This design comes from an exercise in tuning for small area, a short achievable clock period and few clock cycles on the open sky130 flow, not from production work. Function was checked by simulation only, so behaviour that the tests miss may differ from the original. Power and IR drop assume default switching activity.

## flow/design.v

```verilog
module circular_list_engine #(
  parameter int CAPACITY = 32
) (
  input  logic                clk,
  input  logic                rst_n,
  input  logic                in_tvalid,
  output logic                in_tready,
  input  logic [31:0]         in_tdata,    
  input  logic [1:0]          in_tuser,    
  output logic                out_tvalid,
  input  logic                out_tready,
  output logic [31:0]         out_tdata,   
  output logic [1:0]          out_tuser,   
  output logic                out_tlast
);
  localparam int VALUE_W  = 32;
  localparam int CMD_W    = 2;
  localparam int STATUS_W = 2;
  typedef enum logic [CMD_W-1:0] {
    CMD_INSERT  = 2'd0,
    CMD_DELETE  = 2'd1,
    CMD_DISPLAY = 2'd2,
    CMD_NONE    = 2'd3
  } cmd_t;
  typedef enum logic [STATUS_W-1:0] {
    ST_OK       = 2'd0,
    ST_FULL     = 2'd1,
    ST_EMPTY    = 2'd2,
    ST_NOTFOUND = 2'd3
  } status_t;
  typedef enum logic [2:0] {
    S_IDLE,
    S_TAIL,
    S_DHEAD,
    S_DWALK,
    S_SHOW,
    S_WR1,
    S_WR2,
    S_DONE
  } state_t;
  localparam int IDX_W = (CAPACITY > 1) ? $clog2(CAPACITY) : 1;
  localparam int CNT_W = $clog2(CAPACITY + 1);
  logic [VALUE_W-1:0] value_mem [CAPACITY];
  logic [IDX_W-1:0]   link_mem  [CAPACITY];
  logic [VALUE_W-1:0] val_q;
  logic [IDX_W-1:0]   link_q;
  logic               vwr_en;
  logic [IDX_W-1:0]   vwr_addr;
  logic [VALUE_W-1:0] vwr_data;
  logic               lwr_en;
  logic [IDX_W-1:0]   lwr_addr;
  logic [IDX_W-1:0]   lwr_data;
  state_t             state_r, state_nxt;
  cmd_t               op_r, op_nxt;
  logic [VALUE_W-1:0] val_r, val_nxt;
  logic [IDX_W-1:0]   cur_r, cur_nxt;
  logic [IDX_W-1:0]   prev_r, prev_nxt;
  logic [CNT_W-1:0]   steps_r, steps_nxt;
  status_t            st_r, st_nxt;
  logic [IDX_W-1:0]   head_r, head_nxt;
  logic               nonempty_r, nonempty_nxt;
  logic [CNT_W-1:0]   alloc_r, alloc_nxt;
  logic               out_valid_r;
  status_t            out_status_r;
  logic [VALUE_W-1:0] out_item_r;
  logic               out_last_r;
  logic               emit;
  status_t            emit_status;
  logic [VALUE_W-1:0] emit_item;
  logic               emit_last;
  cmd_t               in_cmd;
  logic               in_acc;
  logic               out_free;
  logic               head_eq;
  logic               hit;
  logic               alloc_full;
  logic               tail_more;
  logic               walk_more;
  logic               show_last;
  logic [IDX_W-1:0]   new_idx;
  assign in_cmd     = cmd_t'(in_tuser);
  assign in_tready  = (state_r == S_IDLE);
  assign in_acc     = in_tvalid && in_tready;
  assign out_free   = !out_valid_r || out_tready;
  assign head_eq    = (link_q == head_r);
  assign hit        = (val_q == val_r);
  assign alloc_full = (alloc_r >= CNT_W'(CAPACITY));
  assign tail_more  = !head_eq && (steps_r < CNT_W'(CAPACITY));
  assign walk_more  = !head_eq && (steps_r < CNT_W'(CAPACITY - 1));
  assign show_last  = head_eq || (steps_r >= CNT_W'(CAPACITY - 1));
  assign new_idx    = alloc_r[IDX_W-1:0];
  always_comb begin
    state_nxt = state_r;
    unique case (state_r)
      S_IDLE: begin
        if (in_tvalid) begin
          unique case (in_cmd)
            CMD_INSERT: begin
              if (alloc_full) state_nxt = S_DONE;
              else if (!nonempty_r) state_nxt = S_WR1;
              else state_nxt = S_TAIL;
            end
            CMD_DELETE:  state_nxt = nonempty_r ? S_DHEAD : S_DONE;
            CMD_DISPLAY: state_nxt = nonempty_r ? S_SHOW : S_DONE;
            CMD_NONE:    state_nxt = S_IDLE;
          endcase
        end
      end
      S_TAIL:  state_nxt = tail_more ? S_TAIL : S_WR1;
      S_DHEAD: begin
        if (hit) state_nxt = head_eq ? S_DONE : S_TAIL;
        else state_nxt = head_eq ? S_DONE : S_DWALK;
      end
      S_DWALK: state_nxt = (!hit && walk_more) ? S_DWALK : S_DONE;
      S_SHOW:  state_nxt = (out_free && show_last) ? S_IDLE : S_SHOW;
      S_WR1:   state_nxt = (op_r == CMD_INSERT && nonempty_r) ? S_WR2 : S_DONE;
      S_WR2:   state_nxt = S_DONE;
      S_DONE:  state_nxt = out_free ? S_IDLE : S_DONE;
    endcase
  end
  always_comb begin
    op_nxt       = op_r;
    val_nxt      = val_r;
    cur_nxt      = cur_r;
    prev_nxt     = prev_r;
    steps_nxt    = steps_r;
    st_nxt       = st_r;
    head_nxt     = head_r;
    nonempty_nxt = nonempty_r;
    alloc_nxt    = alloc_r;
    vwr_en       = 1'b0;
    vwr_addr     = new_idx;
    vwr_data     = val_r;
    lwr_en       = 1'b0;
    lwr_addr     = cur_r;
    lwr_data     = new_idx;
    emit         = 1'b0;
    emit_status  = st_r;
    emit_item    = '0;
    emit_last    = 1'b1;
    unique case (state_r)
      S_IDLE: begin
        if (in_acc) begin
          op_nxt    = in_cmd;
          val_nxt   = in_tdata;
          cur_nxt   = head_r;
          steps_nxt = '0;
          st_nxt    = ST_OK;
          if (in_cmd == CMD_INSERT && alloc_full) st_nxt = ST_FULL;
          if (in_cmd != CMD_INSERT && !nonempty_r) st_nxt = ST_EMPTY;
        end
      end
      S_TAIL: begin
        if (tail_more) begin
          cur_nxt   = link_q;
          steps_nxt = steps_r + CNT_W'(1);
        end
      end
      S_DHEAD: begin
        if (hit) begin
          if (head_eq) begin
            nonempty_nxt = 1'b0;
          end else begin
            prev_nxt  = link_q;
            cur_nxt   = head_r;
            steps_nxt = '0;
          end
        end else begin
          prev_nxt  = cur_r;
          cur_nxt   = link_q;
          steps_nxt = '0;
          if (head_eq) st_nxt = ST_NOTFOUND;
        end
      end
      S_DWALK: begin
        if (hit) begin
          lwr_en   = 1'b1;
          lwr_addr = prev_r;
          lwr_data = link_q;
        end else begin
          prev_nxt  = cur_r;
          cur_nxt   = link_q;
          steps_nxt = steps_r + CNT_W'(1);
          if (!walk_more) st_nxt = ST_NOTFOUND;
        end
      end
      S_SHOW: begin
        if (out_free) begin
          emit        = 1'b1;
          emit_status = ST_OK;
          emit_item   = val_q;
          emit_last   = show_last;
          if (!show_last) begin
            cur_nxt   = link_q;
            steps_nxt = steps_r + CNT_W'(1);
          end
        end
      end
      S_WR1: begin
        if (op_r == CMD_INSERT) begin
          vwr_en = 1'b1;
          lwr_en = 1'b1;
          if (nonempty_r) begin
            lwr_addr = cur_r;
            lwr_data = new_idx;
          end else begin
            lwr_addr     = new_idx;
            lwr_data     = new_idx;
            head_nxt     = new_idx;
            nonempty_nxt = 1'b1;
            alloc_nxt    = alloc_r + CNT_W'(1);
          end
        end else begin
          lwr_en   = 1'b1;
          lwr_addr = cur_r;
          lwr_data = prev_r;
          head_nxt = prev_r;
        end
      end
      S_WR2: begin
        lwr_en    = 1'b1;
        lwr_addr  = new_idx;
        lwr_data  = head_r;
        alloc_nxt = alloc_r + CNT_W'(1);
      end
      S_DONE: begin
        emit = out_free;
      end
    endcase
  end
  always_ff @(posedge clk) begin
    if (vwr_en) value_mem[vwr_addr] <= vwr_data;
    val_q <= value_mem[cur_nxt];
  end
  always_ff @(posedge clk) begin
    if (lwr_en) link_mem[lwr_addr] <= lwr_data;
    link_q <= link_mem[cur_nxt];
  end
  always_ff @(posedge clk) begin
    if (!rst_n) begin
      state_r     <= S_IDLE;
      head_r      <= '0;
      nonempty_r  <= 1'b0;
      alloc_r     <= '0;
      out_valid_r <= 1'b0;
    end else begin
      state_r    <= state_nxt;
      head_r     <= head_nxt;
      nonempty_r <= nonempty_nxt;
      alloc_r    <= alloc_nxt;
      if (emit) out_valid_r <= 1'b1;
      else if (out_tready) out_valid_r <= 1'b0;
    end
  end
  always_ff @(posedge clk) begin
    op_r    <= op_nxt;
    val_r   <= val_nxt;
    cur_r   <= cur_nxt;
    prev_r  <= prev_nxt;
    steps_r <= steps_nxt;
    st_r    <= st_nxt;
    if (emit) begin
      out_status_r <= emit_status;
      out_item_r   <= emit_item;
      out_last_r   <= emit_last;
    end
  end
  assign out_tvalid = out_valid_r;
  assign out_tdata  = out_item_r;
  assign out_tuser  = out_status_r;
  assign out_tlast  = out_last_r;
endmodule
```

## flow/run.sh

```bash
#!/bin/bash
# synth_recipe.tcl (not shown) runs the flow's synth.tcl, then flattens the netlist and writes it again
# the make line also repeats each setting of config.mk as NAME=value (left out here)
make -C /OpenROAD-flow-scripts/flow DESIGN_CONFIG=/design/flow/config.mk WORK_HOME=/design/flow/orfs CLKGATE_MAP_FILE= SYNTH_SCRIPT=/design/flow/synth_recipe.tcl finish
```

## flow/config.mk

```make
export PLATFORM = sky130hd
export DESIGN_NAME = circular_list_engine
export DESIGN_NICKNAME = circular_list_engine
export VERILOG_FILES = /design/flow/design.v
export SDC_FILE = /design/flow/constraint.sdc
export NUM_CORES = 4
export LEC_CHECK = 0
export CAP_MARGIN = 20
export CORE_MARGIN = 2
export CORE_UTILIZATION = 40
export SLEW_MARGIN = 20
```

## flow/constraint.sdc

```tcl
create_clock -name core_clock -period 5.0 [get_ports {clk}]
set_input_delay 1.0000 -clock core_clock [delete_from_list [all_inputs] [get_ports {clk}]]
set_output_delay 1.0000 -clock core_clock [all_outputs]
set_load 0.01 [all_outputs]
```

==> flow_results.org <==
** Synthesis
- In this run, synthesis inferred approximately 1300 flip-flops with an integrated enable.
- Fraction of synthesized cell area taken by the top area cell type :: 72.4%
- Synthesis produced 3696 cells.
- Post-synthesis net count :: 3739
- Number of synthesis warnings :: 1
- The most used flip-flop cell after synthesis is sky130_fd_sc_hd__edfxtp_1.
- After synthesis the netlist holds a flip-flop and latch count of roughly 1300.
- After synthesis, the share of flip-flops with an asynchronous set or reset is 0%.
- After synthesis, the cell types taking the most area are sky130_fd_sc_hd__edfxtp_1 (72%), sky130_fd_sc_hd__nand2_1 (5.1%), sky130_fd_sc_hd__mux2i_1 (3.8%), sky130_fd_sc_hd__nand3_1 (3.2%), sky130_fd_sc_hd__dfxtp_1 (2.2%).
- Post-Synthesis Mean Instance Area :: roughly 14 um2
- Yosys cell types :: 76
- Area of the mapped netlist :: 0.0525 mm2
- sky130_fd_sc_hd__edfxtp_1 takes more of the synthesized area than any other cell.
- For this run, the register share of the synthesized area comes to 74.6%.

** Clocking
- In this run, post-CTS repair resized a total of 0 instances.
- Number of buffers on the longest clock path :: 3
- The clock drives 1324 sinks.
- Cell chosen for the clock root :: sky130_fd_sc_hd__clkbuf_16
- Cts-stage hold buffer count :: 0
- CTS built an H-tree with a depth of 4.
- In this run the post-CTS setup repair buffer count came out at 0.
- CTS buffer count :: 136
- The clock reaches the later pin of the worst-skew pair after 0.78 ns.
- After clock tree synthesis, the clock-pin slew on the worst setup and hold paths is 0.06 ns.
- TritonCTS clock tree :: done

** Critical path
- Endpoint of the worst setup timing path :: val_q[21]
- STA puts the critical path data required time at 5.69 ns.
- The signal on the critical path passes through buf_4 -> xor2_1 -> nor4_1 -> buf_4 -> and4_2 -> a21oi_2 -> o221a_1 -> nor2_4 -> inv_2 -> and3_2 -> buf_12 -> nand3_1 -> nand4_1 -> o22ai_1.
- Among all stages on the critical path, the largest delay is contributed by sky130_fd_sc_hd__nor2_4.
- Data on the critical path arrives at its endpoint at 5.30 ns.
- Start point of the critical path :: val_r[15]
- Highest cell delay on the worst timing path :: 0.78 ns
- CP dominant cell by count :: sky130_fd_sc_hd__buf_4
- Flop2flop setup slack :: between 0.3 and 0.4 ns
- By startpoint and endpoint, the worst setup path is classified as flop to flop.
- STA classifies the critical path endpoint as a flop.
- Of all nets on the critical path, the largest fanout is 33.
- Startpoint of the lowest-slack register-to-register path :: val_r[15]
- In this design, the largest share of critical-path delay is due to simple AND/OR/NAND/NOR gates.
- The worst register-to-register path has a depth of 14.
- Together, buffers and inverters on the worst path number 4.
- In this run the critical register-to-register path is captured at val_q[21].
- In this run the number of cells on the critical path is 14.
- The worst setup path is launched from a flop.

** Pwr
- Power density over the cells :: 702 mW/mm2
- For this design the static power due to leakage is 20.7 nW.
- IR analysis of the VDD net gives a maximum drop of ~0.74 mV.

** Timing
- Post-route minimum period :: 4.61 ns
- The final hold violation count was 0.
- Final setup vio count :: 0
- Slew margin rel. :: 25.1%
- Final sum of negative setup slack :: 0 ns
- Upper clock frequency limit :: 217 MHz
- RSZ-0062 raised after global routing :: no
- For the final database, setup skew stands at 0.0324 ns.
- Worst slew pin tran :: between 1 and 1.5 ns
- Setup slack on the critical path of the routed design comes to 0.394 ns.
- The worst path uses 92.1% of the clock period.
- Final count of pins violating max slew :: 0

** Run
- Max-cap violations in this run came to 0.

** Cells and area
- Multi-input combinational cell area :: ~0.012 mm2
- The repair_antennas step left the layout with diodes totalling 0.
- Area used by sequential logic in the layout :: 0.0392 mm2
- Area growth from synthesis to layout :: 16.1%
- The layout has 11200 filler cells.
- In the final layout, the share of cells above drive strength 1 is 11.5%.
- At the end of the flow, the number of nets in the layout was approximately 3900.

** Floorplan
- Total number of placement rows :: ~130
- Total die area :: 0.134 mm2
- Die Width :: 366 um
- Chip Height :: 366 um
- In this run the standard cell core region covers 0.130 mm2.
- For this configuration, the core starts out at a cell density of 40.4%.
- 75 I/O pins were placed.

** Placement
- The HPWL after detailed placement is 87000 um.
- Routability-driven placement finished with a final weighted congestion of around 0.86.
- Before CTS, the worst setup slack after placement is 0.416 ns.
- The count of buffers added on input and output ports is 74.

** Global routing
- Remaining Overflow, GRT :: 0
- The number of antenna violations at the first check in global routing is 7.
- Number of global-route vias before repair :: 31300
- The first global-routing pass estimated 219000 um of wire.
- Pin count of the biggest net entering global routing :: 72
- All-Layer GR Usage :: about 22%

** Detailed routing
- Starting DRT DRC Count :: 4274
- In the routed design, unresolved DRC markers number 0.
- Number of vias per cell after detailed routing :: 5.75
- Total routed wirelength :: 153000 um
- Across all layers, the routed design uses 32800 vias.
- The count of nets left with antenna violations once routing finished came out at 0.
- Router iterations before antenna repair :: 6
- In the final routed layout, each cell accounts on average for between 20 and 30 um.

** Worst hold path
- The worst hold path belongs to the class flop to flop.

** Run status
- The run finished with no timing, DRC or antenna violations.
==> cell families (layout without fill, tap and decap cells) <==
family | after synthesis | in the layout | synth area share [%]
simple gates | 1362 | 1362 | 11.7
flops | 1324 | 1324 | 74.6
compound gates | 505 | 505 | 6.43
buf+inv | 250 | 520 | 2.50
mux | 203 | 203 | 3.87
xor+xnor | 47 | 47 | 0.784
fa+ha+maj | 5 | 5 | 0.119
==> worst reg2reg max path, delay by kind of cell, from the launching register on <==
family                    cells  cell delay, ns
xor gates and xnor gates      1            0.21
and+or+nand+nor               6            2.36
buffers and inverters         4            0.91
DFF                           1            0.38
AOI/OAI and AO/OA             3            0.68
==> metrics by stage <==
step | area, um2 | instances | power (mW) | utilization [%] | hold slack, ns
floorplan | 52500 | 3696 | 25.4 | - | 0.509
global placement | 56400 | 5460 | 32.3 | 43.4 | 0.524
detailed placement | 56400 | 5460 | 32.4 | 43.4 | 0.520
CTS | 61000 | 5708 | 42.8 | 46.9 | 0.534
global route | 61000 | 5708 | 44.7 | 46.9 | 0.552
finish | 61000 | 5708 | 42.8 | 46.9 | 0.533
==> cells in the final DEF, fill, tap and decap left out, types with 74 or more instances in the layout <==
| cell type | n |
|---|---|
| sky130_fd_sc_hd__a21oi_1 | 199 |
| sky130_fd_sc_hd__clkbuf_16 | 139 |
| sky130_fd_sc_hd__buf_4 | 146 |
| sky130_fd_sc_hd__nand2_1 | 707 |
| sky130_fd_sc_hd__mux2i_1 | 202 |
| sky130_fd_sc_hd__edfxtp_1 | 1266 |
| sky130_fd_sc_hd__clkdlybuf4s50_1 | 74 |
| sky130_fd_sc_hd__a22oi_1 | 77 |
| sky130_fd_sc_hd__nand4_1 | 116 |
| sky130_fd_sc_hd__nand3_1 | 341 |
==> layer usage <==
layer / global-route usage (%) / wire length [um]
met5: 0 / 12
met4: 7.30 / 4120
met3: 4.94 / 14200
met2: 34.4 / 69700
met1: 31.4 / 64900
==> final cells by class <==
| type | count | share of cell area (%) |
|---|---|---|
| Clock buffer | 183 | 6.24 |
| Clock inverter | 65 | 1.29 |
| Inverter | 12 | 0.0985 |
| Multi-Input combinational cell | 2122 | 20.2 |
| Sequential cell | 1324 | 64.2 |
| Tap cell | 1742 | 3.57 |
| Timing Repair Buffer | 260 | 4.32 |
==> registers in the layout, summed over array words and instances, names as in the netlist, 6 cells and up <==
name        flops
steps_r         6
out_item_r     32
link_mem      160
alloc_r         6
val_r          32
value_mem    1024
val_q          32
==> power breakdown <==
part	leakage [nW]	internal (mW)	switching, mW	total, mW
registers	11.9	13.1	0.588	13.7
clock network	2.25	6.06	4.36	10.4
logic	6.58	6.08	12.6	18.7
total	20.7	25.3	17.6	42.8
==> worst min-delay path by stage <==
stage,from,end,slack [ns],cells past startpoint
global route,st_r[1],out_status_r[1],0.55,1
detailed placement,st_r[1],out_status_r[1],0.52,1
finish,st_r[1],out_status_r[1],0.53,1
floorplan,st_r[0],out_status_r[0],0.51,1
global placement,st_r[1],out_status_r[1],0.52,1
CTS,st_r[1],out_status_r[1],0.53,1
==> synthesized netlist by cell type (3+ instances only) <==
cell	instances
sky130_fd_sc_hd__edfxtp_1	1266
sky130_fd_sc_hd__nand2_1	708
sky130_fd_sc_hd__nand3_1	341
sky130_fd_sc_hd__mux2i_1	202
sky130_fd_sc_hd__a21oi_1	199
sky130_fd_sc_hd__nand4_1	116
sky130_fd_sc_hd__buf_2	112
sky130_fd_sc_hd__nor2_1	93
sky130_fd_sc_hd__clkbuf_1	85
sky130_fd_sc_hd__a22oi_1	77
sky130_fd_sc_hd__dfxtp_1	58
sky130_fd_sc_hd__o211ai_1	39
sky130_fd_sc_hd__xor2_1	39
sky130_fd_sc_hd__and3_1	38
sky130_fd_sc_hd__o22ai_1	38
sky130_fd_sc_hd__a311oi_1	37
sky130_fd_sc_hd__o221ai_1	37
sky130_fd_sc_hd__buf_6	21
sky130_fd_sc_hd__buf_4	19
sky130_fd_sc_hd__o21ai_0	18
sky130_fd_sc_hd__nor2b_1	12
sky130_fd_sc_hd__and2_1	10
sky130_fd_sc_hd__inv_1	9
sky130_fd_sc_hd__nor4_1	9
sky130_fd_sc_hd__xnor2_1	8
sky130_fd_sc_hd__a31oi_1	7
sky130_fd_sc_hd__a21o_1	6
sky130_fd_sc_hd__nand3b_1	6
sky130_fd_sc_hd__a222oi_1	5
sky130_fd_sc_hd__ha_1	5
sky130_fd_sc_hd__o211a_1	5
sky130_fd_sc_hd__a221oi_1	4
sky130_fd_sc_hd__nand2b_1	4
sky130_fd_sc_hd__or3_1	4
sky130_fd_sc_hd__a211oi_1	3
sky130_fd_sc_hd__a22o_1	3
sky130_fd_sc_hd__o21a_1	3
sky130_fd_sc_hd__o31ai_1	3
Testbench counts, summed over its fixed seeds: cycles 64,711.

re-timing with driven ports:
How much do the figures lean on ideal ports? The routed layout below was timed once more, with nothing changed but the port constraints.
Step 1 (the two cells are an assumption about what drives the block):
set clk [get_ports {clk}]
set_driving_cell -lib_cell sky130_fd_sc_hd__clkbuf_16 $clk
set_driving_cell -lib_cell sky130_fd_sc_hd__buf_2 [delete_from_list [all_inputs] $clk]
Step 2, shift: input delay + t, output delay - t, t = (earliest + latest rising clock arrival at the registers) / 2. This alone moves slack from input paths to output paths.
Three values: ideal ports, drivers, drivers and shift; two values: the first two.
t, ns: 0.838
slack for setup (ns): 0.394 / 0.394 / 0.309
worst hold slack (ns): 0.533 / 0.533 / 0.533
worst setup path after step 2: input to register
worst data-port slew with drivers (ns): 0.08
After both steps this run still meets setup and hold. The setup slack of this run moves by 0.000 ns with the drivers and by -0.085 ns with both steps.
